Background: an optimization exercise with open tools, aiming at a short achievable clock period and few clock cycles. Do not read the settings as production practice. Power is estimated from default activity; no workload was simulated.

==> job 2140: inputs <==
==> flow/design.v <==
`default_nettype none
package afc_pkg;
    localparam int PHASE_BITS_DEF = 16;
    localparam int LEVEL_BITS_DEF = 8;
    localparam int IN_DATA_W  = 8;
    localparam int OUT_DATA_W = 16;
    localparam int CFG_IDX_W  = 3;
    localparam int CFG_DATA_W = 16;
    localparam int LED_W      = 8;
    localparam logic [1:0] MODE_STARTUP = 2'd0;
    localparam logic [1:0] MODE_READY   = 2'd1;
    localparam logic [1:0] MODE_ARMED   = 2'd2;
    localparam logic [1:0] MODE_FIRING  = 2'd3;
    localparam logic [2:0] MSG_NONE     = 3'd0;
    localparam logic [2:0] MSG_READY    = 3'd1;
    localparam logic [2:0] MSG_ARMED    = 3'd2;
    localparam logic [2:0] MSG_DISARMED = 3'd3;
    localparam logic [2:0] MSG_FIRING   = 3'd4;
    localparam logic [2:0] MSG_FIRED    = 3'd5;
    localparam logic [CFG_IDX_W-1:0] CFG_STARTUP_MS  = 3'd0;
    localparam logic [CFG_IDX_W-1:0] CFG_FIRING_MS   = 3'd1;
    localparam logic [CFG_IDX_W-1:0] CFG_DEBOUNCE_MS = 3'd2;
    localparam logic [CFG_IDX_W-1:0] CFG_BLINK_MS    = 3'd3;
    localparam logic [CFG_IDX_W-1:0] CFG_PHASE_STEP  = 3'd4;
    localparam logic [15:0] STARTUP_MS_RST  = 16'd1000;
    localparam logic [15:0] FIRING_MS_RST   = 16'd5000;
    localparam logic [15:0] DEBOUNCE_MS_RST = 16'd1000;
    localparam logic [9:0]  BLINK_MS_RST    = 10'd100;
    localparam logic [12:0] PHASE_STEP_RST  = 13'd5;
endpackage
`default_nettype wire
`default_nettype none
import afc_pkg::*;
module arm_fire_controller_core #(
    parameter int PHASE_BITS = afc_pkg::PHASE_BITS_DEF,
    parameter int LEVEL_BITS = afc_pkg::LEVEL_BITS_DEF
) (
    input  wire logic                            i_clk,
    input  wire logic                            i_rst_n,
    input  wire logic                            i_cfg_valid,
    output logic                                 o_cfg_ready,
    input  wire logic [afc_pkg::CFG_IDX_W-1:0]   i_cfg_index,
    input  wire logic [afc_pkg::CFG_DATA_W-1:0]  i_cfg_data,
    input  wire logic                            i_s_tvalid,
    output logic                                 o_s_tready,
    input  wire logic [afc_pkg::IN_DATA_W-1:0]   i_s_tdata,
    output logic                                 o_m_tvalid,
    input  wire logic                            i_m_tready,
    output logic [afc_pkg::OUT_DATA_W-1:0]       o_m_tdata,
    output logic                                 o_m_tlast
);
    localparam int FD  = 32;             
    localparam int FAW = 5;              
    localparam int CAP = 24;             
    assign o_cfg_ready = 1'b1;
    logic        r_rst;                  
    logic        r_rdy;
    logic        r_in_v;
    logic [1:0]  r_in_d;
    logic        r_cfg_v;
    logic [2:0]  r_cfg_idx;
    logic [15:0] r_cfg_d;
    always_ff @(posedge i_clk) begin
        r_rst     <= !i_rst_n;
        r_in_v    <= i_s_tvalid && r_rdy && i_rst_n;
        r_in_d    <= i_s_tdata[1:0];
        r_cfg_v   <= i_cfg_valid && i_rst_n;
        r_cfg_idx <= i_cfg_index;
        r_cfg_d   <= i_cfg_data;
    end
    assign o_s_tready = r_rdy;
    logic [15:0] r_st_m1, r_fi_m1, r_deb;
    logic        r_st_z, r_fi_z, r_deb_max;
    logic [9:0]  r_bl_m1;
    logic        r_bl_z;
    logic [12:0] r_step;
    always_ff @(posedge i_clk) begin
        if (r_rst) begin
            r_st_m1   <= STARTUP_MS_RST - 16'd1;
            r_st_z    <= 1'b0;
            r_fi_m1   <= FIRING_MS_RST - 16'd1;
            r_fi_z    <= 1'b0;
            r_deb     <= DEBOUNCE_MS_RST;
            r_deb_max <= 1'b0;
            r_bl_m1   <= BLINK_MS_RST - 10'd1;
            r_bl_z    <= 1'b0;
            r_step    <= PHASE_STEP_RST;
        end else if (r_cfg_v) begin
            case (r_cfg_idx)
                CFG_STARTUP_MS: begin
                    r_st_m1 <= r_cfg_d - 16'd1;
                    r_st_z  <= r_cfg_d == 16'd0;
                end
                CFG_FIRING_MS: begin
                    r_fi_m1 <= r_cfg_d - 16'd1;
                    r_fi_z  <= r_cfg_d == 16'd0;
                end
                CFG_DEBOUNCE_MS: begin
                    r_deb     <= r_cfg_d;
                    r_deb_max <= r_cfg_d == 16'hFFFF;
                end
                CFG_BLINK_MS: begin
                    r_bl_m1 <= r_cfg_d[9:0] - 10'd1;
                    r_bl_z  <= r_cfg_d[9:0] == 10'd0;
                end
                CFG_PHASE_STEP: r_step <= r_cfg_d[12:0];
                default: ;
            endcase
        end
    end
    logic [1:0]  r_mode, n_mode;
    logic [15:0] r_pt, n_pt;
    logic [9:0]  r_bt, n_bt;
    logic [15:0] r_since, n_since;
    logic [15:0] r_phase, n_phase;
    logic        r_blink, n_blink;
    logic [2:0]  n_msg0, n_msg1;
    logic        n_two;
    logic        sw, press;
    logic [15:0] since_inc, pt_inc;
    logic [9:0]  bt_inc;
    logic        trig, fire_go, startup_done, firing_done, blink_done;
    assign sw    = r_in_d[0];
    assign press = r_in_d[1];
    assign since_inc    = (r_since == 16'hFFFF) ? r_since : r_since + 16'd1;
    assign pt_inc       = (r_pt == 16'hFFFF) ? r_pt : r_pt + 16'd1;
    assign bt_inc       = (r_bt == 10'h3FF) ? r_bt : r_bt + 10'd1;
    assign trig         = press && (r_since >= r_deb) && !r_deb_max;
    assign fire_go      = trig && (r_mode == MODE_ARMED);
    assign startup_done = r_st_z || (r_pt >= r_st_m1);
    assign firing_done  = r_fi_z || (r_pt >= r_fi_m1);
    assign blink_done   = r_bl_z || (r_bt >= r_bl_m1);
    assign n_since      = trig ? 16'd0 : since_inc;
    always_comb begin
        n_mode  = r_mode;
        n_pt    = r_pt;
        n_bt    = r_bt;
        n_blink = r_blink;
        n_phase = r_phase;
        n_msg0  = MSG_NONE;
        n_msg1  = MSG_NONE;
        n_two   = 1'b0;
        if (fire_go) begin
            n_mode  = MODE_FIRING;
            n_pt    = 16'd0;
            n_bt    = 10'd0;
            n_blink = 1'b1;
            n_msg0  = MSG_FIRING;
        end else begin
            case (r_mode)
                MODE_STARTUP: begin
                    if (startup_done) begin
                        n_mode = MODE_READY;
                        n_pt   = 16'd0;
                        n_msg0 = MSG_READY;
                    end else begin
                        n_pt   = pt_inc;
                    end
                end
                MODE_READY: begin
                    if (!sw) begin
                        n_mode  = MODE_ARMED;
                        n_phase = 16'd0;
                        n_msg0  = MSG_ARMED;
                    end
                end
                MODE_ARMED: begin
                    if (!sw) begin
                        n_phase = r_phase + {3'd0, r_step};
                    end else begin
                        n_mode = MODE_READY;
                        n_msg0 = MSG_DISARMED;
                        n_msg1 = MSG_READY;
                        n_two  = 1'b1;
                    end
                end
                default: begin  
                    if (firing_done) begin
                        n_mode  = MODE_ARMED;
                        n_pt    = 16'd0;
                        n_bt    = 10'd0;
                        n_blink = 1'b0;
                        n_phase = 16'd0;
                        n_msg0  = MSG_FIRED;
                        if (!sw) begin
                            n_msg1 = MSG_ARMED;
                            n_two  = 1'b1;
                        end
                    end else begin
                        n_pt    = pt_inc;
                        n_bt    = blink_done ? 10'd0 : bt_inc;
                        n_blink = blink_done ? !r_blink : r_blink;
                    end
                end
            endcase
        end
    end
    always_ff @(posedge i_clk) begin
        if (r_rst) begin
            r_mode  <= MODE_STARTUP;
            r_pt    <= 16'd0;
            r_bt    <= 10'd0;
            r_since <= 16'd0;
            r_phase <= 16'd0;
            r_blink <= 1'b0;
        end else if (r_in_v) begin
            r_mode  <= n_mode;
            r_pt    <= n_pt;
            r_bt    <= n_bt;
            r_since <= n_since;
            r_phase <= n_phase;
            r_blink <= n_blink;
        end
    end
    localparam int NP = 7;               
    logic [NP-1:0] r_pv;
    logic [1:0]    r_pmode  [NP];
    logic          r_pblink [NP];
    logic [2:0]    r_pmsg0  [NP];
    logic [2:0]    r_pmsg1  [NP];
    logic          r_ptwo   [NP];
    always_ff @(posedge i_clk) begin
        if (r_rst) r_pv <= '0;
        else       r_pv <= {r_pv[NP-2:0], r_in_v};
    end
    always_ff @(posedge i_clk) begin
        r_pmode[0]  <= n_mode;
        r_pblink[0] <= n_blink;
        r_pmsg0[0]  <= n_msg0;
        r_pmsg1[0]  <= n_msg1;
        r_ptwo[0]   <= n_two;
        for (int k = 1; k < NP; k++) begin
            r_pmode[k]  <= r_pmode[k-1];
            r_pblink[k] <= r_pblink[k-1];
            r_pmsg0[k]  <= r_pmsg0[k-1];
            r_pmsg1[k]  <= r_pmsg1[k-1];
            r_ptwo[k]   <= r_ptwo[k-1];
        end
    end
    function automatic logic [15:0] sine_tab(input logic [3:0] idx);
        logic [15:0] v;
        case (idx)
            4'd0:    v = 16'd0;
            4'd1:    v = 16'd3212;
            4'd2:    v = 16'd6393;
            4'd3:    v = 16'd9512;
            4'd4:    v = 16'd12540;
            4'd5:    v = 16'd15447;
            4'd6:    v = 16'd18205;
            4'd7:    v = 16'd20788;
            4'd8:    v = 16'd23170;
            4'd9:    v = 16'd25330;
            4'd10:   v = 16'd27246;
            4'd11:   v = 16'd28899;
            4'd12:   v = 16'd30274;
            4'd13:   v = 16'd31357;
            4'd14:   v = 16'd32138;
            default: v = 16'd32610;
        endcase
        sine_tab = v;
    endfunction
    function automatic logic [11:0] sine_dif(input logic [3:0] idx);
        logic [11:0] v;
        case (idx)
            4'd0:    v = 12'd3212;
            4'd1:    v = 12'd3181;
            4'd2:    v = 12'd3119;
            4'd3:    v = 12'd3028;
            4'd4:    v = 12'd2907;
            4'd5:    v = 12'd2758;
            4'd6:    v = 12'd2583;
            4'd7:    v = 12'd2382;
            4'd8:    v = 12'd2160;
            4'd9:    v = 12'd1916;
            4'd10:   v = 12'd1653;
            4'd11:   v = 12'd1375;
            4'd12:   v = 12'd1083;
            4'd13:   v = 12'd781;
            4'd14:   v = 12'd472;
            default: v = 12'd158;
        endcase
        sine_dif = v;
    endfunction
    logic [15:0] p1_p;
    logic [14:0] r_p1_x;
    logic        r_p1_q1;
    assign p1_p = r_phase + 16'd16384;
    always_ff @(posedge i_clk) begin
        r_p1_x  <= p1_p[14] ? (15'd16384 - {1'b0, p1_p[13:0]}) : {1'b0, p1_p[13:0]};
        r_p1_q1 <= p1_p[15];
    end
    logic [15:0] r_p2_lo;
    logic [11:0] r_p2_dif;
    logic [9:0]  r_p2_f;
    logic        r_p2_top, r_p2_q1;
    always_ff @(posedge i_clk) begin
        r_p2_lo  <= sine_tab(r_p1_x[13:10]);
        r_p2_dif <= sine_dif(r_p1_x[13:10]);
        r_p2_f   <= r_p1_x[9:0];
        r_p2_top <= r_p1_x[14];
        r_p2_q1  <= r_p1_q1;
    end
    logic [16:0] r_p3_a, r_p3_b;
    logic [15:0] r_p3_lo;
    logic        r_p3_top, r_p3_q1;
    always_ff @(posedge i_clk) begin
        r_p3_a   <= r_p2_dif * r_p2_f[4:0];
        r_p3_b   <= r_p2_dif * r_p2_f[9:5];
        r_p3_lo  <= r_p2_lo;
        r_p3_top <= r_p2_top;
        r_p3_q1  <= r_p2_q1;
    end
    logic [21:0] p4_prod;
    logic [15:0] r_p4_s;
    logic        r_p4_q1;
    assign p4_prod = {5'd0, r_p3_a} + {r_p3_b, 5'd0};
    always_ff @(posedge i_clk) begin
        r_p4_s  <= r_p3_top ? 16'd32768 : r_p3_lo + p4_prod[21:10];
        r_p4_q1 <= r_p3_q1;
    end
    logic [16:0] r_p5_num;
    always_ff @(posedge i_clk) begin
        r_p5_num <= r_p4_q1 ? (17'd32768 + {1'b0, r_p4_s}) : (17'd32768 - {1'b0, r_p4_s});
    end
    logic [25:0] p6_scaled;
    logic [7:0]  r_p6_pulse;
    assign p6_scaled = {1'b0, r_p5_num, 8'd0} - {9'd0, r_p5_num} + 26'd32768;
    always_ff @(posedge i_clk) begin
        r_p6_pulse <= p6_scaled[23:16];
    end
    logic [7:0] p_lvl;
    always_comb begin
        case (r_pmode[NP-1])
            MODE_FIRING: p_lvl = r_pblink[NP-1] ? 8'hFF : 8'h00;
            MODE_ARMED:  p_lvl = r_p6_pulse;
            default:     p_lvl = 8'h00;
        endcase
    end
    logic [16:0]    r_mem [FD];          
    logic [FAW:0]   r_wp, r_rp;
    logic           fifo_ne;
    always_ff @(posedge i_clk) begin
        if (r_pv[NP-1])
            r_mem[r_wp[FAW-1:0]] <= {r_ptwo[NP-1], r_pmsg1[NP-1], r_pmsg0[NP-1], p_lvl, r_pmode[NP-1]};
    end
    always_ff @(posedge i_clk) begin
        if (r_rst)            r_wp <= '0;
        else if (r_pv[NP-1])  r_wp <= r_wp + 1'b1;
    end
    assign fifo_ne = r_wp != r_rp;
    logic        r_o_valid, r_o_last;
    logic [1:0]  r_o_mode;
    logic [7:0]  r_o_level;
    logic [2:0]  r_o_msg, r_o_msg2;
    logic [16:0] head;
    logic        take, pop;
    assign head = r_mem[r_rp[FAW-1:0]];
    assign take = r_o_valid && i_m_tready;
    assign pop  = fifo_ne && (!r_o_valid || (take && r_o_last));
    always_ff @(posedge i_clk) begin
        if (r_rst)    r_rp <= '0;
        else if (pop) r_rp <= r_rp + 1'b1;
    end
    always_ff @(posedge i_clk) begin
        if (!i_rst_n || r_rst)
            r_o_valid <= 1'b0;
        else if (pop)
            r_o_valid <= 1'b1;
        else if (take && r_o_last)
            r_o_valid <= 1'b0;
    end
    always_ff @(posedge i_clk) begin
        if (pop) begin
            r_o_mode  <= head[1:0];
            r_o_level <= head[9:2];
            r_o_msg   <= head[12:10];
            r_o_msg2  <= head[15:13];
            r_o_last  <= !head[16];
        end else if (take && !r_o_last) begin
            r_o_msg  <= r_o_msg2;
            r_o_last <= 1'b1;
        end
    end
    assign o_m_tvalid = r_o_valid;
    assign o_m_tlast  = r_o_last;
    assign o_m_tdata  = {2'b00, r_o_msg, r_o_level, 1'b1, r_o_mode};
    logic       r_pop_d;
    logic [5:0] r_cnt;
    logic [5:0] cnt_all;
    assign cnt_all = r_cnt + {5'd0, r_in_v} + {5'd0, r_rdy} - {5'd0, r_pop_d};
    always_ff @(posedge i_clk) begin
        if (r_rst) begin
            r_pop_d <= 1'b0;
            r_cnt   <= '0;
            r_rdy   <= 1'b1;
        end else begin
            r_pop_d <= pop;
            r_cnt   <= r_cnt + {5'd0, r_in_v} - {5'd0, r_pop_d};
            r_rdy   <= cnt_all < 6'(CAP);
        end
    end
endmodule
`default_nettype wire
==> flow/run.sh <==
#!/bin/bash
# synth_recipe.tcl (not shown) runs the flow's synth.tcl, then flattens the netlist and writes it again
# the make line also repeats each setting of config.mk as NAME=value (left out here)
make -C /OpenROAD-flow-scripts/flow DESIGN_CONFIG=/design/flow/config.mk WORK_HOME=/design/flow/orfs CLKGATE_MAP_FILE= SYNTH_SCRIPT=/design/flow/synth_recipe.tcl finish
==> flow/config.mk <==
export PLATFORM = sky130hd
export DESIGN_NAME = arm_fire_controller_core
export DESIGN_NICKNAME = arm_fire_controller_core
export VERILOG_FILES = /design/flow/design.v
export SDC_FILE = /design/flow/constraint.sdc
export NUM_CORES = 4
export LEC_CHECK = 0
export CAP_MARGIN = 20
export CORE_MARGIN = 2
export CORE_UTILIZATION = 40
export SLEW_MARGIN = 20
==> flow/constraint.sdc <==
create_clock -name core_clock -period 15.0 [get_ports {i_clk}]
set_input_delay 3.0000 -clock core_clock [delete_from_list [all_inputs] [get_ports {i_clk}]]
set_output_delay 3.0000 -clock core_clock [all_outputs]
set_load 0.01 [all_outputs]
==> inputs of job 6563, as changes to job 2140 <==
==> flow/flow/run.sh (new file) <==
#!/bin/bash
set -euo pipefail
MARGIN=${MARGIN:-11.2}
bash standard.sh SETUP_SLACK_MARGIN=$MARGIN finish > make_finish.log 2>&1
==> flow/standard.sh (new file) <==
#!/bin/bash
# synth_recipe.tcl (not shown) runs the flow's synth.tcl, then flattens the netlist and writes it again
# the make line also repeats each setting of config.mk as NAME=value (left out here)
make -C /OpenROAD-flow-scripts/flow DESIGN_CONFIG=/design/flow/config.mk WORK_HOME=/design/flow/orfs CLKGATE_MAP_FILE= SYNTH_SCRIPT=/design/flow/synth_recipe.tcl "${@:-finish}"
removed: flow/run.sh
==> run summary <==
Job 6563 finished with timing, DRC and antenna clean. Job 2140 completed without violations.
Between job 2140 and job 6563, the lower power is in job 6563 (gap 0.86%, measured against job 6563).
Register-to-register slack: job 6563 is higher than job 2140 (0.41 ns).
Of job 2140 and job 6563, job 6563 has the higher cell count (gap about 0.8%, measured against job 6563).
In flip-flop and latch count, job 2140 and job 6563 do not differ.
In job 2140 the sequential share of layout area is higher than in job 6563, by 0.63 points.
Against job 6563, the clock-buffer cell count of job 2140 is lower by 8.
In synthesized cell count, job 2140 and job 6563 do not differ.
Between job 6563 and job 2140, the lower final area is in job 2140 (gap about 1.5%, measured against job 2140).
==> figures <==
|  | job 6563 | job 2140 |
|---|---|---|
| Status | finished clean | finished clean |
| Sequential power share | 0.490 | 0.487 |
| Met2 demand-to-capacity share in global routing | 0.281 | 0.278 |
| R2R Path End | r_p3_a[16] | r_p3_b[16] |
| Peak ir drop on the vdd network | 0.0000895 V | 0.0000943 V |
| Post-CTS resize count | 142 | 0 |
| Synthesis-to-finish area growth | 15.2% | 13.5% |
| Dpl ws | 9.79 ns | 9.76 ns |
| First-pass GRT wire length | 135000 um | 136000 um |
| Detail Placement HPWL | 54200 um | 54000 um |
| Placed cell count | 4370 | 4371 |
| Met2 wire len | 41200 um | 40700 um |
| Non-clock buffer share | 0.0234 | 0.0179 |
| Setup WS post-layout | 10.66 ns | 10.28 ns |
| Final core utilization | 0.466 | 0.459 |
| Fraction of area in clock buffers and inverters | 0.0687 | 0.0721 |
| Startpoint of the lowest-slack hold path | r_p2_lo[10] | r_pmsg0[1][2] |
No run of this note included a check of the RTL's function; only the layout flow was run.

-- port drivers added, routing unchanged --
How much do the figures lean on ideal ports? The routed layouts below were timed once more, with nothing changed but the port constraints.
Step 1, drivers: a clkbuf_16 drives i_clk and a buf_2 each remaining input, both assumed.
Step 2 times the ports against the registers' clock, not the clock port: input delays grow and output delays shrink by t, the midpoint of the rising clock arrivals with the driver on.
Three values: ideal, step 1, step 2; two values: the first two.
run | shift t [ns] | setup WS [ns] | hold WS [ns] | worst setup path after step 2 | slew at the worst register clock pin (ns)
job 2140 | 0.720 | 10.276 / 10.209 / 9.755 | 0.297 / 0.297 / 0.297 | input to register | 0.07 / 0.07
job 6563 | 0.716 | 10.657 / 10.588 / 10.618 | 0.301 / 0.301 / 0.301 | input to register | 0.07 / 0.07
After both steps setup and hold are still met in every run listed. The setup slack of job 2140, which loses most, moves by -0.067 ns with the drivers and by -0.521 ns with both steps.
